What follows belongs to an exercise in optimizing a design on an open flow for small area; a production flow would make more cautious choices.
Function was not checked in any run shown here: the RTL went through the layout flow alone.

File: flow/run.sh
#!/bin/bash
# The standard ORFS layout (the standard.sh, standard synthesis) with two
# changes: the port buffers are the smallest buffer cell, and clock tree
# synthesis inserts no dummy loads.
set -euo pipefail
cat >> config.mk <<'EOC'
export BUFFER_PORTS_ARGS = -buffer_cell sky130_fd_sc_hd__buf_1
export CTS_ARGS = -sink_clustering_enable -repair_clock_nets -dont_use_dummy_load -buf_list {sky130_fd_sc_hd__clkbuf_4 sky130_fd_sc_hd__clkbuf_8}
EOC
bash standard.sh finish > flow.log 2>&1
File: standard.sh
#!/bin/bash
# synth_recipe.tcl (not shown) runs the flow's synth.tcl, then flattens the netlist and writes it again
# the make line also repeats each setting of config.mk as NAME=value (left out here)
make -C /OpenROAD-flow-scripts/flow DESIGN_CONFIG=/design/flow/config.mk WORK_HOME=/design/flow/orfs CLKGATE_MAP_FILE= SYNTH_SCRIPT=/design/flow/synth_recipe.tcl "${@:-finish}"
File: config.mk
export PLATFORM = sky130hd
export DESIGN_NAME = synthCore
export DESIGN_NICKNAME = synthCore
export VERILOG_FILES = /design/flow/design.v
export SDC_FILE = /design/flow/constraint.sdc
export NUM_CORES = 4
export LEC_CHECK = 0
export CAP_MARGIN = 20
export CORE_MARGIN = 2
export CORE_UTILIZATION = 60
export CTS_BUF_LIST = sky130_fd_sc_hd__clkbuf_8
export SLEW_MARGIN = 20
export BUFFER_PORTS_ARGS = -buffer_cell sky130_fd_sc_hd__buf_1
export CTS_ARGS = -sink_clustering_enable -repair_clock_nets -dont_use_dummy_load -buf_list {sky130_fd_sc_hd__clkbuf_4 sky130_fd_sc_hd__clkbuf_8}
File: constraint.sdc
create_clock -name core_clock -period 10.0 [get_ports {MAX10_CLK2_50}]
set_input_delay 2.0000 -clock core_clock [delete_from_list [all_inputs] [get_ports {MAX10_CLK2_50}]]
set_output_delay 2.0000 -clock core_clock [all_outputs]
set_load 0.01 [all_outputs]
File: design.v
`timescale 1ns/10ps
`default_nettype none
module voiceMixer
(
	input logic [15:0] A,
	input logic [4:0] one,
	input logic [4:0] two,
	input logic [4:0] neg,
	input logic [32:0] ag,
	output logic [32:0] sum
);
	wire pp0_0 = ((one[0] & A[0]) | (two[0] & 1'b0)) ^ neg[0];
	wire pp0_1 = ((one[0] & A[1]) | (two[0] & A[0])) ^ neg[0];
	wire pp0_2 = ((one[0] & A[2]) | (two[0] & A[1])) ^ neg[0];
	wire pp0_3 = ((one[0] & A[3]) | (two[0] & A[2])) ^ neg[0];
	wire pp0_4 = ((one[0] & A[4]) | (two[0] & A[3])) ^ neg[0];
	wire pp0_5 = ((one[0] & A[5]) | (two[0] & A[4])) ^ neg[0];
	wire pp0_6 = ((one[0] & A[6]) | (two[0] & A[5])) ^ neg[0];
	wire pp0_7 = ((one[0] & A[7]) | (two[0] & A[6])) ^ neg[0];
	wire pp0_8 = ((one[0] & A[8]) | (two[0] & A[7])) ^ neg[0];
	wire pp0_9 = ((one[0] & A[9]) | (two[0] & A[8])) ^ neg[0];
	wire pp0_10 = ((one[0] & A[10]) | (two[0] & A[9])) ^ neg[0];
	wire pp0_11 = ((one[0] & A[11]) | (two[0] & A[10])) ^ neg[0];
	wire pp0_12 = ((one[0] & A[12]) | (two[0] & A[11])) ^ neg[0];
	wire pp0_13 = ((one[0] & A[13]) | (two[0] & A[12])) ^ neg[0];
	wire pp0_14 = ((one[0] & A[14]) | (two[0] & A[13])) ^ neg[0];
	wire pp0_15 = ((one[0] & A[15]) | (two[0] & A[14])) ^ neg[0];
	wire pp0_16 = ((one[0] & 1'b0) | (two[0] & A[15])) ^ neg[0];
	wire ns0 = ~neg[0];
	wire pp1_0 = ((one[1] & A[0]) | (two[1] & 1'b0)) ^ neg[1];
	wire pp1_1 = ((one[1] & A[1]) | (two[1] & A[0])) ^ neg[1];
	wire pp1_2 = ((one[1] & A[2]) | (two[1] & A[1])) ^ neg[1];
	wire pp1_3 = ((one[1] & A[3]) | (two[1] & A[2])) ^ neg[1];
	wire pp1_4 = ((one[1] & A[4]) | (two[1] & A[3])) ^ neg[1];
	wire pp1_5 = ((one[1] & A[5]) | (two[1] & A[4])) ^ neg[1];
	wire pp1_6 = ((one[1] & A[6]) | (two[1] & A[5])) ^ neg[1];
	wire pp1_7 = ((one[1] & A[7]) | (two[1] & A[6])) ^ neg[1];
	wire pp1_8 = ((one[1] & A[8]) | (two[1] & A[7])) ^ neg[1];
	wire pp1_9 = ((one[1] & A[9]) | (two[1] & A[8])) ^ neg[1];
	wire pp1_10 = ((one[1] & A[10]) | (two[1] & A[9])) ^ neg[1];
	wire pp1_11 = ((one[1] & A[11]) | (two[1] & A[10])) ^ neg[1];
	wire pp1_12 = ((one[1] & A[12]) | (two[1] & A[11])) ^ neg[1];
	wire pp1_13 = ((one[1] & A[13]) | (two[1] & A[12])) ^ neg[1];
	wire pp1_14 = ((one[1] & A[14]) | (two[1] & A[13])) ^ neg[1];
	wire pp1_15 = ((one[1] & A[15]) | (two[1] & A[14])) ^ neg[1];
	wire pp1_16 = ((one[1] & 1'b0) | (two[1] & A[15])) ^ neg[1];
	wire ns1 = ~neg[1];
	wire pp2_0 = ((one[2] & A[0]) | (two[2] & 1'b0)) ^ neg[2];
	wire pp2_1 = ((one[2] & A[1]) | (two[2] & A[0])) ^ neg[2];
	wire pp2_2 = ((one[2] & A[2]) | (two[2] & A[1])) ^ neg[2];
	wire pp2_3 = ((one[2] & A[3]) | (two[2] & A[2])) ^ neg[2];
	wire pp2_4 = ((one[2] & A[4]) | (two[2] & A[3])) ^ neg[2];
	wire pp2_5 = ((one[2] & A[5]) | (two[2] & A[4])) ^ neg[2];
	wire pp2_6 = ((one[2] & A[6]) | (two[2] & A[5])) ^ neg[2];
	wire pp2_7 = ((one[2] & A[7]) | (two[2] & A[6])) ^ neg[2];
	wire pp2_8 = ((one[2] & A[8]) | (two[2] & A[7])) ^ neg[2];
	wire pp2_9 = ((one[2] & A[9]) | (two[2] & A[8])) ^ neg[2];
	wire pp2_10 = ((one[2] & A[10]) | (two[2] & A[9])) ^ neg[2];
	wire pp2_11 = ((one[2] & A[11]) | (two[2] & A[10])) ^ neg[2];
	wire pp2_12 = ((one[2] & A[12]) | (two[2] & A[11])) ^ neg[2];
	wire pp2_13 = ((one[2] & A[13]) | (two[2] & A[12])) ^ neg[2];
	wire pp2_14 = ((one[2] & A[14]) | (two[2] & A[13])) ^ neg[2];
	wire pp2_15 = ((one[2] & A[15]) | (two[2] & A[14])) ^ neg[2];
	wire pp2_16 = ((one[2] & 1'b0) | (two[2] & A[15])) ^ neg[2];
	wire ns2 = ~neg[2];
	wire pp3_0 = ((one[3] & A[0]) | (two[3] & 1'b0)) ^ neg[3];
	wire pp3_1 = ((one[3] & A[1]) | (two[3] & A[0])) ^ neg[3];
	wire pp3_2 = ((one[3] & A[2]) | (two[3] & A[1])) ^ neg[3];
	wire pp3_3 = ((one[3] & A[3]) | (two[3] & A[2])) ^ neg[3];
	wire pp3_4 = ((one[3] & A[4]) | (two[3] & A[3])) ^ neg[3];
	wire pp3_5 = ((one[3] & A[5]) | (two[3] & A[4])) ^ neg[3];
	wire pp3_6 = ((one[3] & A[6]) | (two[3] & A[5])) ^ neg[3];
	wire pp3_7 = ((one[3] & A[7]) | (two[3] & A[6])) ^ neg[3];
	wire pp3_8 = ((one[3] & A[8]) | (two[3] & A[7])) ^ neg[3];
	wire pp3_9 = ((one[3] & A[9]) | (two[3] & A[8])) ^ neg[3];
	wire pp3_10 = ((one[3] & A[10]) | (two[3] & A[9])) ^ neg[3];
	wire pp3_11 = ((one[3] & A[11]) | (two[3] & A[10])) ^ neg[3];
	wire pp3_12 = ((one[3] & A[12]) | (two[3] & A[11])) ^ neg[3];
	wire pp3_13 = ((one[3] & A[13]) | (two[3] & A[12])) ^ neg[3];
	wire pp3_14 = ((one[3] & A[14]) | (two[3] & A[13])) ^ neg[3];
	wire pp3_15 = ((one[3] & A[15]) | (two[3] & A[14])) ^ neg[3];
	wire pp3_16 = ((one[3] & 1'b0) | (two[3] & A[15])) ^ neg[3];
	wire ns3 = ~neg[3];
	wire pp4_0 = ((one[4] & A[0]) | (two[4] & 1'b0)) ^ neg[4];
	wire pp4_1 = ((one[4] & A[1]) | (two[4] & A[0])) ^ neg[4];
	wire pp4_2 = ((one[4] & A[2]) | (two[4] & A[1])) ^ neg[4];
	wire pp4_3 = ((one[4] & A[3]) | (two[4] & A[2])) ^ neg[4];
	wire pp4_4 = ((one[4] & A[4]) | (two[4] & A[3])) ^ neg[4];
	wire pp4_5 = ((one[4] & A[5]) | (two[4] & A[4])) ^ neg[4];
	wire pp4_6 = ((one[4] & A[6]) | (two[4] & A[5])) ^ neg[4];
	wire pp4_7 = ((one[4] & A[7]) | (two[4] & A[6])) ^ neg[4];
	wire pp4_8 = ((one[4] & A[8]) | (two[4] & A[7])) ^ neg[4];
	wire pp4_9 = ((one[4] & A[9]) | (two[4] & A[8])) ^ neg[4];
	wire pp4_10 = ((one[4] & A[10]) | (two[4] & A[9])) ^ neg[4];
	wire pp4_11 = ((one[4] & A[11]) | (two[4] & A[10])) ^ neg[4];
	wire pp4_12 = ((one[4] & A[12]) | (two[4] & A[11])) ^ neg[4];
	wire pp4_13 = ((one[4] & A[13]) | (two[4] & A[12])) ^ neg[4];
	wire pp4_14 = ((one[4] & A[14]) | (two[4] & A[13])) ^ neg[4];
	wire pp4_15 = ((one[4] & A[15]) | (two[4] & A[14])) ^ neg[4];
	wire pp4_16 = ((one[4] & 1'b0) | (two[4] & A[15])) ^ neg[4];
	wire ns4 = ~neg[4];
	wire s1 = ag[0] ^ neg[0] ^ pp0_0;
	wire c2 = (ag[0] & neg[0]) | (ag[0] & pp0_0) | (neg[0] & pp0_0);
	wire s3 = ag[1] ^ pp0_1 ^ c2;
	wire c4 = (ag[1] & pp0_1) | (ag[1] & c2) | (pp0_1 & c2);
	wire s5 = ag[2] ^ pp0_2 ^ c4;
	wire c6 = (ag[2] & pp0_2) | (ag[2] & c4) | (pp0_2 & c4);
	wire s7 = ag[3] ^ pp0_3 ^ c6;
	wire c8 = (ag[3] & pp0_3) | (ag[3] & c6) | (pp0_3 & c6);
	wire s9 = ag[4] ^ pp0_4 ^ c8;
	wire c10 = (ag[4] & pp0_4) | (ag[4] & c8) | (pp0_4 & c8);
	wire s11 = ag[5] ^ pp0_5 ^ c10;
	wire c12 = (ag[5] & pp0_5) | (ag[5] & c10) | (pp0_5 & c10);
	wire s13 = ag[6] ^ pp0_6 ^ c12;
	wire c14 = (ag[6] & pp0_6) | (ag[6] & c12) | (pp0_6 & c12);
	wire s15 = ag[7] ^ pp0_7 ^ c14;
	wire c16 = (ag[7] & pp0_7) | (ag[7] & c14) | (pp0_7 & c14);
	wire s17 = ag[8] ^ neg[1] ^ pp0_8;
	wire c18 = (ag[8] & neg[1]) | (ag[8] & pp0_8) | (neg[1] & pp0_8);
	wire s19 = pp1_0 ^ s17 ^ c16;
	wire c20 = (pp1_0 & s17) | (pp1_0 & c16) | (s17 & c16);
	wire s21 = ag[9] ^ pp0_9 ^ pp1_1;
	wire c22 = (ag[9] & pp0_9) | (ag[9] & pp1_1) | (pp0_9 & pp1_1);
	wire s23 = c18 ^ s21 ^ c20;
	wire c24 = (c18 & s21) | (c18 & c20) | (s21 & c20);
	wire s25 = ag[10] ^ neg[2] ^ pp0_10;
	wire c26 = (ag[10] & neg[2]) | (ag[10] & pp0_10) | (neg[2] & pp0_10);
	wire s27 = pp1_2 ^ pp2_0 ^ c22;
	wire c28 = (pp1_2 & pp2_0) | (pp1_2 & c22) | (pp2_0 & c22);
	wire s29 = s25 ^ s27 ^ c24;
	wire c30 = (s25 & s27) | (s25 & c24) | (s27 & c24);
	wire s31 = ag[11] ^ pp0_11 ^ pp1_3;
	wire c32 = (ag[11] & pp0_11) | (ag[11] & pp1_3) | (pp0_11 & pp1_3);
	wire s33 = pp2_1 ^ c26 ^ s31;
	wire c34 = (pp2_1 & c26) | (pp2_1 & s31) | (c26 & s31);
	wire s35 = c28 ^ s33 ^ c30;
	wire c36 = (c28 & s33) | (c28 & c30) | (s33 & c30);
	wire s37 = ag[12] ^ neg[3] ^ pp0_12;
	wire c38 = (ag[12] & neg[3]) | (ag[12] & pp0_12) | (neg[3] & pp0_12);
	wire s39 = pp1_4 ^ pp2_2 ^ pp3_0;
	wire c40 = (pp1_4 & pp2_2) | (pp1_4 & pp3_0) | (pp2_2 & pp3_0);
	wire s41 = c32 ^ s37 ^ s39;
	wire c42 = (c32 & s37) | (c32 & s39) | (s37 & s39);
	wire s43 = c34 ^ s41 ^ c36;
	wire c44 = (c34 & s41) | (c34 & c36) | (s41 & c36);
	wire s45 = ag[13] ^ pp0_13 ^ pp1_5;
	wire c46 = (ag[13] & pp0_13) | (ag[13] & pp1_5) | (pp0_13 & pp1_5);
	wire s47 = pp2_3 ^ pp3_1 ^ c38;
	wire c48 = (pp2_3 & pp3_1) | (pp2_3 & c38) | (pp3_1 & c38);
	wire s49 = c40 ^ s45 ^ c42;
	wire c50 = (c40 & s45) | (c40 & c42) | (s45 & c42);
	wire s51 = s47 ^ s49 ^ c44;
	wire c52 = (s47 & s49) | (s47 & c44) | (s49 & c44);
	wire s53 = ag[14] ^ neg[4] ^ pp0_14;
	wire c54 = (ag[14] & neg[4]) | (ag[14] & pp0_14) | (neg[4] & pp0_14);
	wire s55 = pp1_6 ^ pp2_4 ^ pp3_2;
	wire c56 = (pp1_6 & pp2_4) | (pp1_6 & pp3_2) | (pp2_4 & pp3_2);
	wire s57 = pp4_0 ^ c46 ^ s53;
	wire c58 = (pp4_0 & c46) | (pp4_0 & s53) | (c46 & s53);
	wire s59 = s55 ^ c48 ^ s57;
	wire c60 = (s55 & c48) | (s55 & s57) | (c48 & s57);
	wire s61 = c50 ^ s59 ^ c52;
	wire c62 = (c50 & s59) | (c50 & c52) | (s59 & c52);
	wire s63 = ag[15] ^ pp0_15 ^ pp1_7;
	wire c64 = (ag[15] & pp0_15) | (ag[15] & pp1_7) | (pp0_15 & pp1_7);
	wire s65 = pp2_5 ^ pp3_3 ^ pp4_1;
	wire c66 = (pp2_5 & pp3_3) | (pp2_5 & pp4_1) | (pp3_3 & pp4_1);
	wire s67 = c54 ^ c56 ^ s63;
	wire c68 = (c54 & c56) | (c54 & s63) | (c56 & s63);
	wire s69 = s65 ^ c58 ^ s67;
	wire c70 = (s65 & c58) | (s65 & s67) | (c58 & s67);
	wire s71 = c60 ^ s69 ^ c62;
	wire c72 = (c60 & s69) | (c60 & c62) | (s69 & c62);
	wire s73 = ag[16] ^ pp0_16 ^ pp1_8;
	wire c74 = (ag[16] & pp0_16) | (ag[16] & pp1_8) | (pp0_16 & pp1_8);
	wire s75 = pp2_6 ^ pp3_4 ^ pp4_2;
	wire c76 = (pp2_6 & pp3_4) | (pp2_6 & pp4_2) | (pp3_4 & pp4_2);
	wire s77 = c64 ^ c66 ^ s73;
	wire c78 = (c64 & c66) | (c64 & s73) | (c66 & s73);
	wire s79 = s75 ^ c68 ^ s77;
	wire c80 = (s75 & c68) | (s75 & s77) | (c68 & s77);
	wire s81 = c70 ^ s79 ^ c72;
	wire c82 = (c70 & s79) | (c70 & c72) | (s79 & c72);
	wire s83 = ~(ag[17] ^ ns0);
	wire c84 = ag[17] | ns0;
	wire s85 = pp1_9 ^ pp2_7 ^ pp3_5;
	wire c86 = (pp1_9 & pp2_7) | (pp1_9 & pp3_5) | (pp2_7 & pp3_5);
	wire s87 = pp4_3 ^ s83 ^ c74;
	wire c88 = (pp4_3 & s83) | (pp4_3 & c74) | (s83 & c74);
	wire s89 = c76 ^ s85 ^ c78;
	wire c90 = (c76 & s85) | (c76 & c78) | (s85 & c78);
	wire s91 = s87 ^ c80 ^ s89;
	wire c92 = (s87 & c80) | (s87 & s89) | (c80 & s89);
	wire s93 = ~(ag[18] ^ pp1_10);
	wire c94 = ag[18] | pp1_10;
	wire s95 = pp2_8 ^ pp3_6 ^ pp4_4;
	wire c96 = (pp2_8 & pp3_6) | (pp2_8 & pp4_4) | (pp3_6 & pp4_4);
	wire s97 = c84 ^ c86 ^ s93;
	wire c98 = (c84 & c86) | (c84 & s93) | (c86 & s93);
	wire s99 = s95 ^ c88 ^ s97;
	wire c100 = (s95 & c88) | (s95 & s97) | (c88 & s97);
	wire s101 = c90 ^ s99;
	wire c102 = c90 & s99;
	wire s103 = ~(ag[19] ^ pp1_11);
	wire c104 = ag[19] | pp1_11;
	wire s105 = pp2_9 ^ pp3_7 ^ pp4_5;
	wire c106 = (pp2_9 & pp3_7) | (pp2_9 & pp4_5) | (pp3_7 & pp4_5);
	wire s107 = c94 ^ c96 ^ s103;
	wire c108 = (c94 & c96) | (c94 & s103) | (c96 & s103);
	wire s109 = s105 ^ c98 ^ s107;
	wire c110 = (s105 & c98) | (s105 & s107) | (c98 & s107);
	wire s111 = c100 ^ s109;
	wire c112 = c100 & s109;
	wire s113 = ~(ag[20] ^ pp1_12);
	wire c114 = ag[20] | pp1_12;
	wire s115 = pp2_10 ^ pp3_8 ^ pp4_6;
	wire c116 = (pp2_10 & pp3_8) | (pp2_10 & pp4_6) | (pp3_8 & pp4_6);
	wire s117 = c104 ^ c106 ^ s113;
	wire c118 = (c104 & c106) | (c104 & s113) | (c106 & s113);
	wire s119 = s115 ^ c108 ^ s117;
	wire c120 = (s115 & c108) | (s115 & s117) | (c108 & s117);
	wire s121 = c110 ^ s119;
	wire c122 = c110 & s119;
	wire s123 = ~(ag[21] ^ pp1_13);
	wire c124 = ag[21] | pp1_13;
	wire s125 = pp2_11 ^ pp3_9 ^ pp4_7;
	wire c126 = (pp2_11 & pp3_9) | (pp2_11 & pp4_7) | (pp3_9 & pp4_7);
	wire s127 = c114 ^ c116 ^ s123;
	wire c128 = (c114 & c116) | (c114 & s123) | (c116 & s123);
	wire s129 = s125 ^ c118 ^ s127;
	wire c130 = (s125 & c118) | (s125 & s127) | (c118 & s127);
	wire s131 = c120 ^ s129;
	wire c132 = c120 & s129;
	wire s133 = ~(ag[22] ^ pp1_14);
	wire c134 = ag[22] | pp1_14;
	wire s135 = pp2_12 ^ pp3_10 ^ pp4_8;
	wire c136 = (pp2_12 & pp3_10) | (pp2_12 & pp4_8) | (pp3_10 & pp4_8);
	wire s137 = c124 ^ c126 ^ s133;
	wire c138 = (c124 & c126) | (c124 & s133) | (c126 & s133);
	wire s139 = s135 ^ c128 ^ s137;
	wire c140 = (s135 & c128) | (s135 & s137) | (c128 & s137);
	wire s141 = c130 ^ s139;
	wire c142 = c130 & s139;
	wire s143 = ~(ag[23] ^ pp1_15);
	wire c144 = ag[23] | pp1_15;
	wire s145 = pp2_13 ^ pp3_11 ^ pp4_9;
	wire c146 = (pp2_13 & pp3_11) | (pp2_13 & pp4_9) | (pp3_11 & pp4_9);
	wire s147 = c134 ^ c136 ^ s143;
	wire c148 = (c134 & c136) | (c134 & s143) | (c136 & s143);
	wire s149 = s145 ^ c138 ^ s147;
	wire c150 = (s145 & c138) | (s145 & s147) | (c138 & s147);
	wire s151 = c140 ^ s149;
	wire c152 = c140 & s149;
	wire s153 = ~(ag[24] ^ pp1_16);
	wire c154 = ag[24] | pp1_16;
	wire s155 = pp2_14 ^ pp3_12 ^ pp4_10;
	wire c156 = (pp2_14 & pp3_12) | (pp2_14 & pp4_10) | (pp3_12 & pp4_10);
	wire s157 = c144 ^ c146 ^ s153;
	wire c158 = (c144 & c146) | (c144 & s153) | (c146 & s153);
	wire s159 = s155 ^ c148 ^ s157;
	wire c160 = (s155 & c148) | (s155 & s157) | (c148 & s157);
	wire s161 = c150 ^ s159;
	wire c162 = c150 & s159;
	wire s163 = ag[25] ^ ns1 ^ pp2_15;
	wire c164 = (ag[25] & ns1) | (ag[25] & pp2_15) | (ns1 & pp2_15);
	wire s165 = pp3_13 ^ pp4_11 ^ c154;
	wire c166 = (pp3_13 & pp4_11) | (pp3_13 & c154) | (pp4_11 & c154);
	wire s167 = c156 ^ s163 ^ c158;
	wire c168 = (c156 & s163) | (c156 & c158) | (s163 & c158);
	wire s169 = s165 ^ c160 ^ s167;
	wire c170 = (s165 & c160) | (s165 & s167) | (c160 & s167);
	wire s171 = ~(ag[26] ^ pp2_16);
	wire c172 = ag[26] | pp2_16;
	wire s173 = pp3_14 ^ pp4_12 ^ c164;
	wire c174 = (pp3_14 & pp4_12) | (pp3_14 & c164) | (pp4_12 & c164);
	wire s175 = s171 ^ c166 ^ s173;
	wire c176 = (s171 & c166) | (s171 & s173) | (c166 & s173);
	wire s177 = c168 ^ s175;
	wire c178 = c168 & s175;
	wire s179 = ag[27] ^ ns2 ^ pp3_15;
	wire c180 = (ag[27] & ns2) | (ag[27] & pp3_15) | (ns2 & pp3_15);
	wire s181 = pp4_13 ^ c172 ^ s179;
	wire c182 = (pp4_13 & c172) | (pp4_13 & s179) | (c172 & s179);
	wire s183 = c174 ^ s181 ^ c176;
	wire c184 = (c174 & s181) | (c174 & c176) | (s181 & c176);
	wire s185 = ~(ag[28] ^ pp3_16);
	wire c186 = ag[28] | pp3_16;
	wire s187 = pp4_14 ^ c180 ^ s185;
	wire c188 = (pp4_14 & c180) | (pp4_14 & s185) | (c180 & s185);
	wire s189 = c182 ^ s187;
	wire c190 = c182 & s187;
	wire s191 = ag[29] ^ ns3 ^ pp4_15;
	wire c192 = (ag[29] & ns3) | (ag[29] & pp4_15) | (ns3 & pp4_15);
	wire s193 = c186 ^ s191 ^ c188;
	wire c194 = (c186 & s191) | (c186 & c188) | (s191 & c188);
	wire s195 = ~(ag[30] ^ pp4_16);
	wire c196 = ag[30] | pp4_16;
	wire s197 = c192 ^ s195;
	wire c198 = c192 & s195;
	wire s199 = ag[31] ^ ns4 ^ c196;
	wire c200 = (ag[31] & ns4) | (ag[31] & c196) | (ns4 & c196);
	wire s201 = ~ag[32];
	wire c202 = ag[32];
	wire s203 = c92 ^ s101;
	wire c204 = c92 & s101;
	wire s205 = c102 ^ s111 ^ c204;
	wire c206 = (c102 & s111) | (c102 & c204) | (s111 & c204);
	wire s207 = c112 ^ s121 ^ c206;
	wire c208 = (c112 & s121) | (c112 & c206) | (s121 & c206);
	wire s209 = c122 ^ s131 ^ c208;
	wire c210 = (c122 & s131) | (c122 & c208) | (s131 & c208);
	wire s211 = c132 ^ s141 ^ c210;
	wire c212 = (c132 & s141) | (c132 & c210) | (s141 & c210);
	wire s213 = c142 ^ s151 ^ c212;
	wire c214 = (c142 & s151) | (c142 & c212) | (s151 & c212);
	wire s215 = c152 ^ s161 ^ c214;
	wire c216 = (c152 & s161) | (c152 & c214) | (s161 & c214);
	wire is217 = s91 ^ (c82);
	wire ip218 = s91;
	wire is219 = s203 ^ (c82 & ip218);
	wire ip220 = ip218 & s203;
	wire is221 = s205 ^ (c82 & ip220);
	wire ip222 = ip220 & s205;
	wire is223 = s207 ^ (c82 & ip222);
	wire ip224 = ip222 & s207;
	wire is225 = s209 ^ (c82 & ip224);
	wire ip226 = ip224 & s209;
	wire is227 = s211 ^ (c82 & ip226);
	wire ip228 = ip226 & s211;
	wire is229 = s213 ^ (c82 & ip228);
	wire ip230 = ip228 & s213;
	wire is231 = s215 ^ (c82 & ip230);
	wire ip232 = ip230 & s215;
	wire ic233 = c216 | (c82 & ip232);
	wire s234 = c162 ^ s169;
	wire c235 = c162 & s169;
	wire s236 = c170 ^ s177 ^ c235;
	wire c237 = (c170 & s177) | (c170 & c235) | (s177 & c235);
	wire s238 = c178 ^ s183 ^ c237;
	wire c239 = (c178 & s183) | (c178 & c237) | (s183 & c237);
	wire s240 = c184 ^ s189 ^ c239;
	wire c241 = (c184 & s189) | (c184 & c239) | (s189 & c239);
	wire s242 = c190 ^ s193 ^ c241;
	wire c243 = (c190 & s193) | (c190 & c241) | (s193 & c241);
	wire s244 = c194 ^ s197 ^ c243;
	wire c245 = (c194 & s197) | (c194 & c243) | (s197 & c243);
	wire s246 = c198 ^ s199 ^ c245;
	wire c247 = (c198 & s199) | (c198 & c245) | (s199 & c245);
	wire s248 = c200 ^ s201 ^ c247;
	wire c249 = (c200 & s201) | (c200 & c247) | (s201 & c247);
	wire is250 = s234 ^ (ic233);
	wire ip251 = s234;
	wire is252 = s236 ^ (ic233 & ip251);
	wire ip253 = ip251 & s236;
	wire is254 = s238 ^ (ic233 & ip253);
	wire ip255 = ip253 & s238;
	wire is256 = s240 ^ (ic233 & ip255);
	wire ip257 = ip255 & s240;
	wire is258 = s242 ^ (ic233 & ip257);
	wire ip259 = ip257 & s242;
	wire is260 = s244 ^ (ic233 & ip259);
	wire ip261 = ip259 & s244;
	wire is262 = s246 ^ (ic233 & ip261);
	wire ip263 = ip261 & s246;
	wire is264 = s248 ^ (ic233 & ip263);
	wire ip265 = ip263 & s248;
	wire ic266 = c249 | (ic233 & ip265);
	assign sum = {is264, is262, is260, is258, is256, is254, is252, is250, is231, is229, is227, is225, is223, is221, is219, is217, s81, s71, s61, s51, s43, s35, s29, s23, s19, s15, s13, s11, s9, s7, s5, s3, s1};
endmodule
`default_nettype wire
`timescale 1ns/10ps
`default_nettype none
module synthCore
(
	input logic MAX10_CLK2_50,
	input logic rstN,
	input logic sampleTick,
	input logic [25:0] cfg,
	output logic signed [15:0] sampleOut,
	output logic sampleValid
);
	logic [3:0][3:0] notes;
	logic [3:0][1:0] waves;
	logic [15:0] amp;
	logic rtV;
	logic [1:0] rtIdx;
	logic [3:0][7:0] ph;
	logic [2:0] st;
	logic [7:0] sp;
	logic [1:0] sw;
	logic lastF;
	logic [32:0] acc;
	wire wrV = cfg[25] & ~cfg[24];
	wire wrA = cfg[25] & cfg[24];
	always_ff @(posedge MAX10_CLK2_50 or negedge rstN) begin
		if (!rstN) begin
			notes <= '0;
			waves <= '0;
			amp <= '0;
			rtV <= 1'b0;
		end else begin
			rtV <= wrV;
			if (wrV) begin
				notes[cfg[23:22]] <= cfg[21:18];
				waves[cfg[23:22]] <= cfg[17:16];
			end
			if (wrA) amp <= cfg[15:0];
		end
	end
	always_ff @(posedge MAX10_CLK2_50) rtIdx <= cfg[23:22];
	wire [1:0] vi = st[1:0];
	wire enV = st[2];
	wire [1:0] tIdx = st[1:0] - 2'd1;
	wire tV = (st[2] & (st[1:0] != 2'd0)) | (st == 3'b000);
	logic pzT;
	wire [7:0] phSel = ph[tIdx];
	wire [7:0] phNext = phSel + {4'b0, notes[tIdx]} + 8'd1;
	wire [3:0] hit = rtV ? (4'b0001 << rtIdx) : 4'b0000;
	always_ff @(posedge MAX10_CLK2_50 or negedge rstN) begin
		if (!rstN) begin
			ph <= '0;
		end else begin
			for (int i = 0; i < 4; i++) begin
				if (tV && tIdx == 2'(i)) ph[i] <= (pzT | hit[i]) ? 8'd0 : phNext;
				else if (hit[i] && !(enV && vi == 2'(i))) ph[i] <= '0;
			end
		end
	end
	always_ff @(posedge MAX10_CLK2_50) begin
		pzT <= hit[vi];
		sp <= phSel;
		sw <= tV ? waves[tIdx] : 2'd0;
	end
	logic [7:0] x;
	logic sn;
	logic [4:0] one, two, neg;
	wire isSq = (sw == 2'd2);
	wire isTri = (sw == 2'd3);
	always_comb begin
		case (sw)
			2'd1: begin x = {~sp[7], sp[6:0]}; sn = 1'b0; end
			2'd2: begin x = 8'h80; sn = ~sp[7]; end
			2'd3: begin x = {~sp[6], sp[5:0], 1'b0}; sn = sp[7]; end
			default: begin x = 8'h00; sn = 1'b0; end
		endcase
		one[0] = isSq;
		two[0] = isTri & sp[7];
		neg[0] = (isSq & ~sp[7]) | (isTri & sp[7]);
		for (int i = 0; i < 4; i++) begin
			logic b2, b1, b0;
			b2 = x[2*i+1];
			b1 = x[2*i];
			b0 = (i == 0) ? 1'b0 : x[2*i-1];
			one[i+1] = b1 ^ b0;
			two[i+1] = (b2 & ~b1 & ~b0) | (~b2 & b1 & b0);
			neg[i+1] = b2 ^ sn;
		end
	end
	wire [32:0] sum;
	voiceMixer mac (
		.A(amp),
		.one(one),
		.two(two),
		.neg(neg),
		.ag(acc),
		.sum(sum)
	);
	always_ff @(posedge MAX10_CLK2_50) acc <= (lastF | ~rstN) ? 33'd0 : sum;
	always_ff @(posedge MAX10_CLK2_50 or negedge rstN) begin
		if (!rstN) begin
			st <= 3'b001;
			lastF <= 1'b0;
			sampleValid <= 1'b0;
			sampleOut <= '0;
		end else begin
			if (st[2]) st <= {~&st[1:0], st[1:0] + 2'd1};
			else st <= sampleTick ? 3'b100 : 3'b001;
			lastF <= (st == 3'b000);
			sampleValid <= lastF;
			if (lastF) sampleOut <= sum[32:17];
		end
	end
endmodule
`default_nettype wire
==> results.txt, run 1 <==
Run status - complete, no violations
Top cell type's share of synthesized area - 0.2265
Setup TNS - 0 ns
Clk root buf - clkbuf_8
Antenna Nets Post-Route - 0
Largest net degree at the start of global routing - 67
Initial Util - 0.6175
TritonCTS buffer count - 17
Synth top cells by count - inv_1, dfrtp_1, fa_1
Clk pin slew, worst setup/hold paths - 0.07 ns
Finished Layout Cells - 1206
Post-Route Utilization - 0.6390
Max Fclk - 0.1221 GHz
Routed via count - 6914
Period utilization - 0.8188
Final Hold Vio Count - 0
Critical path's most frequent cell - fa_1
Synth area leader - dfrtp_1
Hold buffer count at cts - 0
Drt pass-1 iters - 5
Nets - 1148
Startpoint Class - flip-flop
Critical path's largest stage delay - 1.02 ns
Clock Sinks - 140
Dpl cell area - 0.01040 mm2
Vias in the first global route - 7403
RSZ-0062 raised after global routing - no
Hold Path Class - reg -> reg
# DRC - 0
Post-synth top flop - dfrtp_1
Area grow syn2layout - 3.482%
Critical path required time - 10.32 ns
I/O pin count - 46
H-tree depth - 4
Slew HR - 0.2739
Antenna violations before repair - 0
Fin crit period - 8.188 ns
Synth warn - 1
Mean Syn Cell Area - 10.52 um2
Site Rows - 47
Async SR Flop Fraction - 0.6714
Placer Congestion - 0.8902
Seq/Total Area, Yosys - 0.3186
Wirelength per Cell - 18.85 um
TritonCTS clock tree - built
Family with the most delay on the worst path - adder cells
Top-count cell post-synth - inv_1
Setup bufs post-CTS - 0
Vias per Instance - 5.733
Crit path capture type - flip-flop
CTS Buffer Depth - 2
Crit path DAT - 8.51 ns
Placed Cells - 1189
Bufs and invs on worst path - 7
Fin. max-slew vios - 0
Critical path type - reg -> reg
MaxCap Viol Count - 0
Syn Inst Count - 977
Number of synthesized register bits - 140
Total track usage - 0.2693
First-pass GRT wire length - 37490 um
Setup violations, final - 0
Crit-path max FO - 22
Die Height - 134.9 um
Synth cell types - 60
GR Overflow Total - 0
Actual slew at the worst max-slew pin - 1.089 ns
Share of cells above drive strength 1 - 0.1045
Total nets after synthesis - 1137
Clock Latency Late Sink - 0.45 ns
Cts repair resizes - 0
Hpwl dp - 16850 um
Detailed Route WL - 22730 um
CP max-delay cell - dfxtp_1
Diode count - 0
Min Hold Slack - 0.4779 ns
Die width - 134.9 um
Full die area - 0.01819 mm2
Post-route cell area - 0.01063 mm2
Core area - 0.01664 mm2
Clock skew - 0.03095 ns
PortBufs - 45
Number of flops mapped to enable cells by yosys - 0
Mapped Area - 0.01028 mm2
Top cells by area, synth - dfrtp_1, fa_1, dfxtp_1, ha_1, xnor2_1
DR iter-0 viols - 364
==> placed cells by master, fill, tap and decap left out, types with 14 or more instances in the layout <==
cell type    n
dfxtp_1     46
inv_1      113
dfrtp_1     93
a22oi_1     43
nor2_1      52
a22oi_2     18
fa_1        91
mux4_2      14
ha_1        40
clkbuf_8    17
a22o_1      26
mux2_2      23
o21ai_0     32
and2_1      21
xnor2_1     54
xor2_1      52
a21oi_1     26
nand2_1     78
buf_1       44
==> layer usage <==
layer	GRT usage	vias to the layer above	wire length, um
met5	0	-	0
met4	0.1035	0	595
met3	0.04880	41	879
met2	0.4712	152	11870
met1	0.3328	3501	9384
li1	-	3220	-
==> metrics by stage <==
step	setup WS [ns]
final	1.812
after global routing	1.353
after CTS	1.857
after detailed placement	1.878
after global placement	2.088
after floorplan	2.763
==> area by class of cell <==
class                      instances  area (um2)
sequential                       140        3274
clock buffer                      17       234.0
inverter                         117       441.7
timing repair buffer              51       217.7
multi-input combinational        661        6191
fill                            1392        6008
tap                              220       275.3
==> cell families (layout without fill, tap and decap cells) <==
group                      count (synthesis)  after routing  synth area share
and+or+nand+nor                          203            203           0.09242
AOI/OAI and AO/OA                        178            178            0.1297
buffers and inverters                    176            185           0.08000
DFF                                      140            140            0.3186
adders and majority gates                131            131            0.2260
xor gates and xnor gates                 108            108           0.09351
muxes                                     41             41           0.05978
==> worst min-delay path, stage by stage, from the launching register on <==
cell	delay, ns
dfrtp_1	0.34
nand2_1	0.05
o21ai_0	0.06
==> sequential cells by signal (all words and copies together) (netlist names), 2 cells and up <==
| signal | flops |
|---|---|
| acc | 33 |
| ph | 32 |
| amp | 16 |
| notes | 16 |
| sampleOut | 16 |
| sp | 8 |
| waves | 8 |
| st | 3 |
| rtIdx | 2 |
| sw | 2 |
==> final timing paths <==
check / depth (start not counted) / end / slack, ns / from
worst max-delay path: 27 / sampleOut[15]$_DFFE_PN0P_ / 1.81 / sp[7]$_DFF_P_
worst min-delay path: 2 / ph[9]$_DFFE_PN0P_ / 0.48 / ph[9]$_DFFE_PN0P_
worst max register to register: 27 / sampleOut[15]$_DFFE_PN0P_ / 1.81 / sp[7]$_DFF_P_
worst min register to register: 2 / ph[9]$_DFFE_PN0P_ / 0.48 / ph[9]$_DFFE_PN0P_
max in group asynchronous: 2 / ph[30]$_DFFE_PN0P_ / 7.25 / rstN
min in group asynchronous: 1 / sampleOut[8]$_DFFE_PN0P_ / 1.56 / rstN
==> inputs of run 2 (changes only) <==
==> flow/run.sh (replaced) <==
#!/bin/bash
# The standard ORFS layout (the standard.sh, standard synthesis) with two
# changes: the port buffers are the smallest buffer cell, and clock tree
# synthesis inserts no dummy loads.
set -euo pipefail
cat >> config.mk <<'EOC'
export BUFFER_PORTS_ARGS = -buffer_cell sky130_fd_sc_hd__buf_1
export CTS_ARGS = -sink_clustering_enable -repair_clock_nets -dont_use_dummy_load -buf_list sky130_fd_sc_hd__clkbuf_16
EOC
bash standard.sh finish > flow.log 2>&1
--- a/config.mk
+++ b/config.mk
@@ -11,4 +11,4 @@
 export CTS_BUF_LIST = sky130_fd_sc_hd__clkbuf_8
 export SLEW_MARGIN = 20
 export BUFFER_PORTS_ARGS = -buffer_cell sky130_fd_sc_hd__buf_1
-export CTS_ARGS = -sink_clustering_enable -repair_clock_nets -dont_use_dummy_load -buf_list {sky130_fd_sc_hd__clkbuf_4 sky130_fd_sc_hd__clkbuf_8}
+export CTS_ARGS = -sink_clustering_enable -repair_clock_nets -dont_use_dummy_load -buf_list sky130_fd_sc_hd__clkbuf_16
==> run 2 against run 1 <==
Final area up 1.8%; core utilization is 1.2 points higher; first-iteration DRC count down 16%; register-to-register slack better by 0.02 ns; synthesized area stayed put; die area stayed put; global-route usage grew 0.22 points; critical path type unchanged; largest cell class unchanged.
==> results.txt, run 2 <==
Crit path DAT - 8.47 ns (-0.04 ns)
Fin. max-slew vios - 0 (unchanged)
Clock Latency Late Sink - 0.43 ns (-0.02 ns)
First-pass GRT wire length - 37740 um (+0.66%)
Number of flops mapped to enable cells by yosys - 0 (unchanged)
Synth cell types - 60 (unchanged)
MaxCap Viol Count - 0 (unchanged)
PortBufs - 45 (unchanged)
TritonCTS clock tree - built
Largest registers - acc x33, ph x32
Hold buffer count at cts - 0 (unchanged)
Share of cells above drive strength 1 - 0.1045 (unchanged)
Seq/Total Area, Yosys - 0.3186 (unchanged)
Clock skew - 0.02197 ns (-0.008983 ns)
Actual slew at the worst max-slew pin - 1.052 ns (-0.03683 ns)
Final Hold Vio Count - 0 (unchanged)
Critical path type - reg -> reg
Number of synthesized register bits - 140 (unchanged)
Multi-input logic area - 0.006191 mm2 (unchanged)
Post-synth top flop - dfrtp_1
Antenna violations before repair - 0 (unchanged)
Period utilization - 0.8167 (-0.002109)
Critical path's most frequent cell - fa_1
Antenna Nets Post-Route - 0 (unchanged)
Wirelength per Cell - 18.98 um (+0.68%)
Clock Sinks - 140 (unchanged)
Synth warn - 1 (unchanged)
H-tree depth - 4 (unchanged)
Detailed Route WL - 22880 um (+0.68%)
CTS Buffer Depth - 2 (unchanged)
Vias in the first global route - 7386 (-0.23%)
I/O pin count - 46 (unchanged)
Hold Path Class - reg -> reg
# fillers - 1354 (-2.7%)
Area grow syn2layout - 5.345%
Slew HR - 0.2976 (+0.02369)
Mapped Area - 0.01028 mm2 (unchanged)
Clk pin slew, worst setup/hold paths - 0.05 ns (-0.02 ns)
Startpoint Class - flip-flop
Diode count - 0 (unchanged)
Crit-path max FO - 22 (unchanged)
Top cells by area, synth - dfrtp_1, fa_1, dfxtp_1, ha_1, xnor2_1
Max Fclk - 0.1224 GHz (+0.26%)
Die width - 134.9 um (unchanged)
DR iter-0 viols - 304 (-16%)
Setup TNS - 0 ns (unchanged)
Critical path's largest stage delay - 1.01 ns (about the same)
Clk root buf - clkbuf_16
Routed via count - 6915 (+0.014%)
Initial Util - 0.6175 (unchanged)
# DRC - 0 (unchanged)
CP max-delay cell - dfxtp_1
Largest net degree at the start of global routing - 67 (unchanged)
TritonCTS buffer count - 17 (unchanged)
Run status - complete, no violations
Cts repair resizes - 0 (unchanged)
Commonest non-fill, non-tap cells in the layout - inv_1, dfrtp_1, fa_1
Full die area - 0.01819 mm2 (unchanged)
Seq. cell area - 0.003274 mm2 (unchanged)
Mean Syn Cell Area - 10.52 um2 (unchanged)
Core area - 0.01664 mm2 (unchanged)
Synth top cells by count - inv_1, dfrtp_1, fa_1
Crit path capture type - flip-flop
Syn Inst Count - 977 (unchanged)
Total track usage - 0.2716 (+0.002242)
RSZ-0062 raised after global routing - no
Die Height - 134.9 um (unchanged)
Setup violations, final - 0 (unchanged)
Critical path required time - 10.30 ns (-0.02 ns)
Top reg by flops - acc
Synth area leader - dfrtp_1
Drt pass-1 iters - 5 (unchanged)
Hpwl dp - 16850 um (unchanged)
Max reg flops - 33 (unchanged)
Vias per Instance - 5.734 (about the same)
Fin crit period - 8.167 ns (-0.02109 ns)
GR Overflow Total - 0 (unchanged)
Placer Congestion - 0.8902 (unchanged)
Async SR Flop Fraction - 0.6714 (unchanged)
Top-count cell post-synth - inv_1
Site Rows - 47 (unchanged)
Top cell type's share of synthesized area - 0.2265 (unchanged)
Nets - 1148 (unchanged)
Setup bufs post-CTS - 0 (unchanged)
Most common cell after layout, fill and taps aside - inv_1
Total nets after synthesis - 1137 (unchanged)
## run 2: cell types whose count changed in the layout (fill, tap and decap cells not counted)
cell,before,now
clkbuf_8,17,0
clkbuf_16,0,17
## run 2: per-stage QoR
stage / hold WS [ns] / instances / util / instance area, um2 / setup WS [ns]
2_1_floorplan: 0.3519 / 977 / - / 10280 / 2.763
3_3_place_gp: 0.4574 / 1189 / 0.6249 / 10400 / 2.088
3_5_place_dp: 0.4652 / 1189 / 0.6249 / 10400 / 1.878
4_1_cts: 0.4767 / 1206 / 0.6505 / 10830 / 1.859
5_1_grt: 0.5098 / 1206 / 0.6505 / 10830 / 1.359
6_report: 0.4732 / 1206 / 0.6505 / 10830 / 1.833
## run 2: cell type report
type	count	area share
Sequential cell	140	0.3025
Inverter	117	0.04080
Timing Repair Buffer	51	0.02011
Tap cell	220	0.02543
Clock buffer	17	0.03930
Multi-Input combinational cell	661	0.5719
## run 2: routing by layer
metal / routed length [um] / GRT usage / vias up
met5: 0 / 0 / -
met4: 461 / 0.08187 / 0
met3: 895 / 0.05255 / 34
met2: 12160 / 0.4873 / 134
met1: 9365 / 0.3322 / 3527
li1: - / - / 3220
## run 2: cell families after synthesis
family,Yosys count,synth area share
XOR/XNOR,108,0.09351
adder cells (fa/ha/maj),131,0.2260
AO/OA/AOI/OAI,178,0.1297
flip-flops,140,0.3186
AND/OR/NAND/NOR,203,0.09242
buffers and inverters,176,0.08000
multiplexers,41,0.05978
## run 2: path summary, 6_finish.rpt
| path | end | cells after the start | start | slack, ns |
|---|---|---|---|---|
| max in group asynchronous | ph[30]$_DFFE_PN0P_ | 2 | rstN | 7.25 |
| min | ph[9]$_DFFE_PN0P_ | 2 | ph[9]$_DFFE_PN0P_ | 0.47 |
| min in group asynchronous | notes[15]$_DFFE_PN0P_ | 1 | rstN | 1.58 |
| min reg2reg | ph[9]$_DFFE_PN0P_ | 2 | ph[9]$_DFFE_PN0P_ | 0.47 |
| max | sampleOut[15]$_DFFE_PN0P_ | 27 | sp[7]$_DFF_P_ | 1.83 |
| max reg2reg | sampleOut[15]$_DFFE_PN0P_ | 27 | sp[7]$_DFF_P_ | 1.83 |
## run 2: worst max-delay path: cells and delay by family (launching register included)
family,cells,cell delay [ns]
AOI/OAI and AO/OA,4,1.50
xor gates and xnor gates,2,0.39
adders and majority gates,11,3.78
buffers and inverters,7,0.76
DFF,1,1.01
muxes,1,0.27
and+or+nand+nor,2,0.30
==> inputs of run 3 (changes only) <==
--- a/design.v
+++ b/design.v
@@ -386,13 +386,14 @@
 	logic [1:0] rtIdx;
 	logic [3:0][7:0] ph;
 	logic [2:0] st;
+	logic [7:0] tap;
 	logic [7:0] sp;
 	logic [1:0] sw;
 	logic lastF;
 	logic [32:0] acc;
 	wire wrV = cfg[25] & ~cfg[24];
 	wire wrA = cfg[25] & cfg[24];
-	always_ff @(posedge MAX10_CLK2_50 or negedge rstN) begin
+	always_ff @(posedge MAX10_CLK2_50) begin
 		if (!rstN) begin
 			notes <= '0;
 			waves <= '0;
@@ -409,26 +410,23 @@
 	end
 	always_ff @(posedge MAX10_CLK2_50) rtIdx <= cfg[23:22];
 	wire [1:0] vi = st[1:0];
-	wire enV = st[2];
-	wire [1:0] tIdx = st[1:0] - 2'd1;
-	wire tV = (st[2] & (st[1:0] != 2'd0)) | (st == 3'b000);
-	logic pzT;
-	wire [7:0] phSel = ph[tIdx];
-	wire [7:0] phNext = phSel + {4'b0, notes[tIdx]} + 8'd1;
-	wire [3:0] hit = rtV ? (4'b0001 << rtIdx) : 4'b0000;
-	always_ff @(posedge MAX10_CLK2_50 or negedge rstN) begin
+	wire [7:0] phSel = ph[vi];
+	wire [7:0] phNext = phSel + {4'b0, notes[vi]} + 8'd1;
+	always_ff @(posedge MAX10_CLK2_50) begin
 		if (!rstN) begin
 			ph <= '0;
 		end else begin
 			for (int i = 0; i < 4; i++) begin
-				if (tV && tIdx == 2'(i)) ph[i] <= (pzT | hit[i]) ? 8'd0 : phNext;
-				else if (hit[i] && !(enV && vi == 2'(i))) ph[i] <= '0;
+				if (rtV && rtIdx == 2'(i)) ph[i] <= '0;
+				else if (st[2] && vi == 2'(i)) ph[i] <= phNext;
 			end
 		end
 	end
+	wire [1:0] tIdx = st[1:0] - 2'd1;
+	wire tV = (st[2] & (st[1:0] != 2'd0)) | (st == 3'b000);
 	always_ff @(posedge MAX10_CLK2_50) begin
-		pzT <= hit[vi];
-		sp <= phSel;
+		tap <= phSel;
+		sp <= tap;
 		sw <= tV ? waves[tIdx] : 2'd0;
 	end
 	logic [7:0] x;
==> flow/run.sh (replaced) <==
#!/bin/bash
# The standard ORFS layout with these changes:
# - synthesis: the standard flow's script, but without Yosys's generic ABC pass before
#   full-adder extraction (it scrambles the polarity of the adder logic);
#   then fapol.py picks each full adder's polarity to need fewest inverters;
# - the port buffers are the smallest buffer cell;
# - clock tree synthesis inserts no dummy loads.
set -euo pipefail
cat >> config.mk <<'EOC'
export BUFFER_PORTS_ARGS = -buffer_cell sky130_fd_sc_hd__buf_1
export CTS_ARGS = -sink_clustering_enable -repair_clock_nets -dont_use_dummy_load -buf_list sky130_fd_sc_hd__clkbuf_8
EOC
sed '1s/.*/proc synth {args} { yosys synth -nofsm -noshare -noabc {*}$args }/' synth_recipe.tcl > own_synth.tcl
sed 's#synth_recipe.tcl#own_synth.tcl#' standard.sh > own_standard.sh
bash own_standard.sh synth > synth.log 2>&1
R=orfs/results/sky130hd/synthCore/base
cp $R/1_2_yosys.v $R/1_2_yosys.orig.v
python3 flow/fapol.py $R/1_2_yosys.orig.v $R/1_2_yosys.v > fapol.log 2>&1
rm -f $R/1_synth.odb
bash own_standard.sh finish > flow.log 2>&1
==> flow/fapol.py (new file) <==
#!/usr/bin/env python3
"""Choose the polarity of each full-adder cell in a mapped netlist to need as
few inverters as possible. A full adder is self-dual: FA(~a,~b,~c) gives ~sum
and ~carry, so a cell can take the complements of its inputs and give the
complements of its outputs. Inverter cells are dissolved into polarities,
the polarities chosen, and one inverter is put back for each net that some
load needs in the other polarity.

usage: fapol.py IN.v OUT.v
"""
import re
import sys

src = open(sys.argv[1]).read()
m = re.search(r'^module\s+(\w+)\((.*?)\);\n', src, re.M | re.S)
head_end = m.end()
body_start = head_end
# split declarations and cells
cell_re = re.compile(r'  (sky130_fd_sc_hd__\w+)\s+(\S+)\s*\(\n(.*?)\n  \);\n', re.S)
pin_re = re.compile(r'\.(\w+)\((.*?)\)(?:,)?\s*$', re.M)
decls = []
cells = []
pos = head_end
rest = src[head_end:]
end_idx = rest.rindex('endmodule')
rest_body = rest[:end_idx]
i = 0
for mm in cell_re.finditer(rest_body):
    pre = rest_body[i:mm.start()]
    if pre.strip():
        decls.append(pre)
    pins = [(p, n.strip()) for p, n in pin_re.findall(mm.group(3))]
    cells.append([mm.group(1), mm.group(2), pins])
    i = mm.end()
tail = rest_body[i:]
assert not re.search(r'\bassign\b', rest_body), "assign statements not handled"
assert tail.strip() == '', tail[:200]

OUTPINS = {'X', 'Y', 'Q', 'Q_N', 'SUM', 'COUT', 'HI', 'LO'}


def is_inv(t):
    return re.fullmatch(r'sky130_fd_sc_hd__(inv|clkinv)_\d+', t) is not None


def is_fa(t):
    return re.fullmatch(r'sky130_fd_sc_hd__fa_\d+', t) is not None


ports_out = set()
for mm in re.finditer(r'^\s*output\s+(?:\[(\d+):(\d+)\]\s+)?(\w+);', src, re.M):
    if mm.group(1):
        hi, lo = int(mm.group(1)), int(mm.group(2))
        for b in range(min(hi, lo), max(hi, lo) + 1):
            ports_out.add(f"{mm.group(3)}[{b}]")
    else:
        ports_out.add(mm.group(3))

driver = {}
for ci, (t, n, pins) in enumerate(cells):
    for p, net in pins:
        if p in OUTPINS:
            driver[net] = (ci, p)

# literal of a net: (base net, parity)
memo = {}


def lit(net):
    if net in memo:
        return memo[net]
    d = driver.get(net)
    if d is not None and is_inv(cells[d[0]][0]) and net not in ports_out:
        a = dict(cells[d[0]][2])['A']
        b, p = lit(a)
        r = (b, p ^ 1)
    else:
        r = (net, 0)
    memo[net] = r
    return r


fas = [ci for ci, c in enumerate(cells) if is_fa(c[0])]
fa_of_out = {}
for ci in fas:
    for p, net in cells[ci][2]:
        if p in ('SUM', 'COUT'):
            fa_of_out[net] = ci

# demands: list of (consumer cell or None for port, pin, base, parity)
demands = []
for ci, (t, n, pins) in enumerate(cells):
    if is_inv(t) and dict(pins)['Y'] not in ports_out:
        continue  # dissolved
    for p, net in pins:
        if p in OUTPINS:
            continue
        b, par = lit(net)
        demands.append((ci, p, b, par))
for net in ports_out:
    b, par = lit(net)
    if (b, par) != (net, 0):
        demands.append((None, net, b, par))

flip = {ci: 0 for ci in fas}
by_base = {}
for k, (ci, p, b, par) in enumerate(demands):
    by_base.setdefault(b, []).append(k)
fa_in_demands = {ci: [] for ci in fas}
for k, (ci, p, b, par) in enumerate(demands):
    if ci in flip:
        fa_in_demands[ci].append(k)


def phys(b):
    ci = fa_of_out.get(b)
    return flip[ci] if ci is not None else 0


def need(k):
    ci, p, b, par = demands[k]
    return par ^ (flip[ci] if ci in flip else 0)


def base_cost(b):
    ph = phys(b)
    return 1 if any(need(k) != ph for k in by_base.get(b, [])) else 0


def fa_cost(ci):
    bs = set(demands[k][2] for k in fa_in_demands[ci])
    for p, net in cells[ci][2]:
        if p in ('SUM', 'COUT'):
            bs.add(net)
    return bs


def total():
    return sum(base_cost(b) for b in by_base)


before = total()
changed = True
rounds = 0
while changed and rounds < 50:
    changed = False
    rounds += 1
    for ci in fas:
        bs = fa_cost(ci)
        c0 = sum(base_cost(b) for b in bs)
        flip[ci] ^= 1
        c1 = sum(base_cost(b) for b in bs)
        if c1 < c0:
            changed = True
        else:
            flip[ci] ^= 1
after = total()
print(f"fapol: {len(fas)} full adders, {sum(flip.values())} flipped, inverted nets {before} -> {after}", file=sys.stderr)

# rebuild
cnt = [0]


def fresh(tag):
    cnt[0] += 1
    return f"_fapol_{tag}{cnt[0]}_"


newwires = []
newcells = []
P = {}
N = {}


def pnet(b):
    if b not in P:
        if phys(b):
            # the flipped adder drives ~b; b itself through an inverter
            P[b] = b
        else:
            P[b] = b
    return P[b]


flipped_out = {}
for ci in fas:
    if flip[ci]:
        for p, net in cells[ci][2]:
            if p in ('SUM', 'COUT'):
                nn = fresh('n')
                newwires.append(nn)
                flipped_out[net] = nn


def get(b, want):
    """Physical net that carries b ^ want."""
    ph = phys(b)
    if ph:
        if want == 1:
            return flipped_out[b]
        key = (b, 0)
        if key not in N:
            N[key] = b
            newcells.append(('sky130_fd_sc_hd__inv_1', fresh('i'), [('A', flipped_out[b]), ('Y', b)]))
        return N[key]
    if want == 0:
        return b
    key = (b, 1)
    if key not in N:
        nn = fresh('n')
        newwires.append(nn)
        newcells.append(('sky130_fd_sc_hd__inv_1', fresh('i'), [('A', b), ('Y', nn)]))
        N[key] = nn
    return N[key]


out_cells = []
for ci, (t, n, pins) in enumerate(cells):
    if is_inv(t) and dict(pins)['Y'] not in ports_out:
        continue
    np = []
    for p, net in pins:
        if p in OUTPINS:
            if ci in flip and flip[ci] and p in ('SUM', 'COUT'):
                np.append((p, flipped_out[net]))
            else:
                np.append((p, net))
        else:
            b, par = lit(net)
            want = par ^ (flip[ci] if ci in flip else 0)
            np.append((p, get(b, want)))
    out_cells.append((t, n, np))
for net in ports_out:
    b, par = lit(net)
    if (b, par) != (net, 0):
        # port driven through an inverter chain: keep one inverter
        out_cells.append(('sky130_fd_sc_hd__inv_1', fresh('i'), [('A', get(b, par ^ 1)), ('Y', net)]))
out_cells += newcells


def fmt(t, n, pins):
    ps = ",\n".join(f"    .{p}({net}{' ' if net.startswith(chr(92)) else ''})" for p, net in pins)
    return f"  {t} {n} (\n{ps}\n  );\n"


with open(sys.argv[2], 'w') as f:
    f.write(src[:head_end])
    f.write("".join(decls))
    for w in newwires:
        f.write(f"  wire {w};\n")
    for c in out_cells:
        f.write(fmt(*c))
    f.write("endmodule\n")
--- a/config.mk
+++ b/config.mk
@@ -11,4 +11,4 @@
 export CTS_BUF_LIST = sky130_fd_sc_hd__clkbuf_8
 export SLEW_MARGIN = 20
 export BUFFER_PORTS_ARGS = -buffer_cell sky130_fd_sc_hd__buf_1
-export CTS_ARGS = -sink_clustering_enable -repair_clock_nets -dont_use_dummy_load -buf_list sky130_fd_sc_hd__clkbuf_16
+export CTS_ARGS = -sink_clustering_enable -repair_clock_nets -dont_use_dummy_load -buf_list sky130_fd_sc_hd__clkbuf_8
==> run 3 against run 2 <==
Still clean; register-to-register slack got worse by 1.3 ns; non-clock buffer count increased by 13; synthesized cell count increased by 2.1%; critical path type unchanged.
==> results.txt, run 3 <==
Initial Util - 0.6071 (-0.01036)
Startpoint Class - flip-flop
MaxCap Viol Count - 0 (unchanged)
Post-route cell area - 0.01048 mm2 (-3.2%)
Fin crit period - 9.494 ns (+1.327 ns)
Die width - 132.8 um (-1.5%)
Commonest non-fill, non-tap cells in the layout - dfxtp_1, nor2_1, fa_1
Site Rows - 47 (unchanged)
Setup violations, final - 0 (unchanged)
Clock Latency Late Sink - 0.46 ns (+0.03 ns)
Hold Path Class - reg -> reg
Total track usage - 0.2673 (-0.004236)
Fin. max-slew vios - 0 (unchanged)
Share of cells above drive strength 1 - 0.08012 (-0.02434)
Mean Syn Cell Area - 9.981 um2 (-5.1%)
Actual slew at the worst max-slew pin - 0.9699 ns (-0.08234 ns)
Post-Route Utilization - 0.6385 (-0.01195)
Largest registers - acc x33, ph x32
CP max-delay cell - fa_1
Max reg flops - 33 (unchanged)
Dpl cell area - 0.01023 mm2 (-1.6%)
TritonCTS buffer count - 17 (unchanged)
Period utilization - 0.9494 (+0.1327)
Clock Sinks - 147 (+5.0%)
Critical path's largest stage delay - 0.48 ns (-0.53 ns)
# DRC - 0 (unchanged)
Wirelength per Cell - 18.21 um (-4.0%)
Finished Layout Cells - 1231 (+2.1%)
Nets - 1176 (+2.4%)
Full die area - 0.01765 mm2 (-3.0%)
DR iter-0 viols - 544 (+79%)
Largest net degree at the start of global routing - 65 (-3.0%)
Drt pass-1 iters - 6 (+1)
Area grow syn2layout - 5.175%
Worst Hold Depth - 0 (-2)
Syn Inst Count - 998 (+2.1%)
GR Overflow Total - 0 (unchanged)
Crit path DAT - 9.81 ns (+1.34 ns)
RSZ-0062 raised after global routing - no
Placer Congestion - 0.8477 (-4.8%)
Worst Reg2Reg Path Length in Cells - 27 (unchanged)
Core area - 0.01641 mm2 (-1.4%)
Critical path required time - 10.32 ns (+0.02 ns)
Antenna Nets Post-Route - 0 (unchanged)
Run status - complete, no violations
Top reg by flops - acc
Clk pin slew, worst setup/hold paths - 0.07 ns (+0.02 ns)
Vias per Instance - 5.784 (+0.87%)
TritonCTS clock tree - built
Placed Cells - 1214 (+2.1%)
I/O pin count - 46 (unchanged)
Setup bufs post-CTS - 0 (unchanged)
First-pass GRT wire length - 37010 um (-1.9%)
Routed via count - 7120 (+3.0%)
Critical path's most frequent cell - fa_1
Synth warn - 1 (unchanged)
Crit-path max FO - 11 (-50%)
CTS Buffer Depth - 2 (unchanged)
Max Fclk - 0.1053 GHz (-14%)
Die Height - 132.8 um (-1.5%)
Clk root buf - clkbuf_8
H-tree depth - 4 (unchanged)
Final Hold Vio Count - 0 (unchanged)
Critical path type - reg -> reg
Clock skew - 0.02579 ns (+0.003825 ns)
Detailed Route WL - 22420 um (-2.0%)
Vias in the first global route - 7265 (-1.6%)
Slew HR - 0.3484 (+0.05088)
Most common cell after layout, fill and taps aside - dfxtp_1
Hpwl dp - 16380 um (-2.8%)
Antenna violations before repair - 0 (unchanged)
Diode count - 0 (unchanged)
Total nets after synthesis - 1161 (+2.1%)
Crit path capture type - flip-flop
Mapped Area - 0.009961 mm2 (-3.1%)
Setup TNS - 0 ns (unchanged)
PortBufs - 45 (unchanged)
-- run 3: worst paths after layout --
check | start | end | slack, ns
max | sw[0]$_SDFF_PN0_ | sampleOut[8]$_DFFE_PN0P_ | 0.51
max in group asynchronous | rstN | st[1]$_DFF_PN0_ | 7.81
min in group asynchronous | rstN | sampleOut[15]$_DFFE_PN0P_ | 1.34
max reg2reg | sw[0]$_SDFF_PN0_ | sampleOut[8]$_DFFE_PN0P_ | 0.51
min reg2reg | tap[3]$_DFF_P_ | sp[3]$_DFF_P_ | 0.33
min | tap[3]$_DFF_P_ | sp[3]$_DFF_P_ | 0.33
-- run 3: area by class of cell --
cell class	instances	area (um2)
Clock buffer	17	234.0
Fill cell	1359	5931
Inverter	61	229.0
Multi-Input combinational cell	722	6376
Sequential cell	147	3049
Tap cell	220	275.3
Timing Repair Buffer	64	312.8
-- run 3: timing repair --
action | in CTS | in global routing
endpoints found under the setup margin | 0 | 6
hold buffers | 0 | 0
gates resized for setup | 0 | 3
-- run 3: metal layers --
layer	up-vias	share of wire	global-route usage
met5	-	0	0
met4	0	0.016	0.08303
met3	33	0.042	0.04559
met2	192	0.52	0.4655
met1	3535	0.42	0.3417
li1	3360	-	-
-- run 3: per-stage QoR --
stage / hold slack, ns / setup slack, ns
after global routing: 0.3320 / 0.04655
after floorplan: 0.3096 / 0.1166
after global placement: 0.3119 / 0.4072
after CTS: 0.3280 / 0.3089
after detailed placement: 0.3121 / 0.3357
final: 0.3286 / 0.5058
-- run 3: critical path: cells and delay by family, from the launching register on --
| kind | cells | cell delay [ns] |
|---|---|---|
| AND/OR/NAND/NOR | 2 | 0.33 |
| adder cells (fa/ha/maj) | 19 | 7.72 |
| multiplexers | 1 | 0.27 |
| flip-flops | 1 | 0.35 |
| buffers and inverters | 3 | 0.30 |
| AO/OA/AOI/OAI | 2 | 0.39 |

[afterwards: timing with drivers on the ports]
Ports are ideal in the flow. The routed layouts listed here were re-timed in OpenROAD.
Step 1, drivers: a clkbuf_16 drives MAX10_CLK2_50 and a buf_2 each remaining input, both assumed.
Step 2 adds t to the input delays and takes it off the output delays; t is the mean of the earliest and latest rising clock arrival at the registers after step 1. Input paths then give back, and output paths get back, about the clock's delay inside the block.
Three values: no drivers, after step 1, after step 2; two values: the first two.
run | t, ns | slack for setup (ns) | slew at the worst register clock pin (ns)
run 1 | 0.477 | 1.812 / 1.812 / 1.812 | 0.08 / 0.08
run 2 | 0.462 | 1.833 / 1.833 / 1.833 | 0.06 / 0.06
run 3 | 0.484 | 0.506 / 0.506 / 0.506 | 0.09 / 0.09
After both steps setup and hold are still met in every run listed.
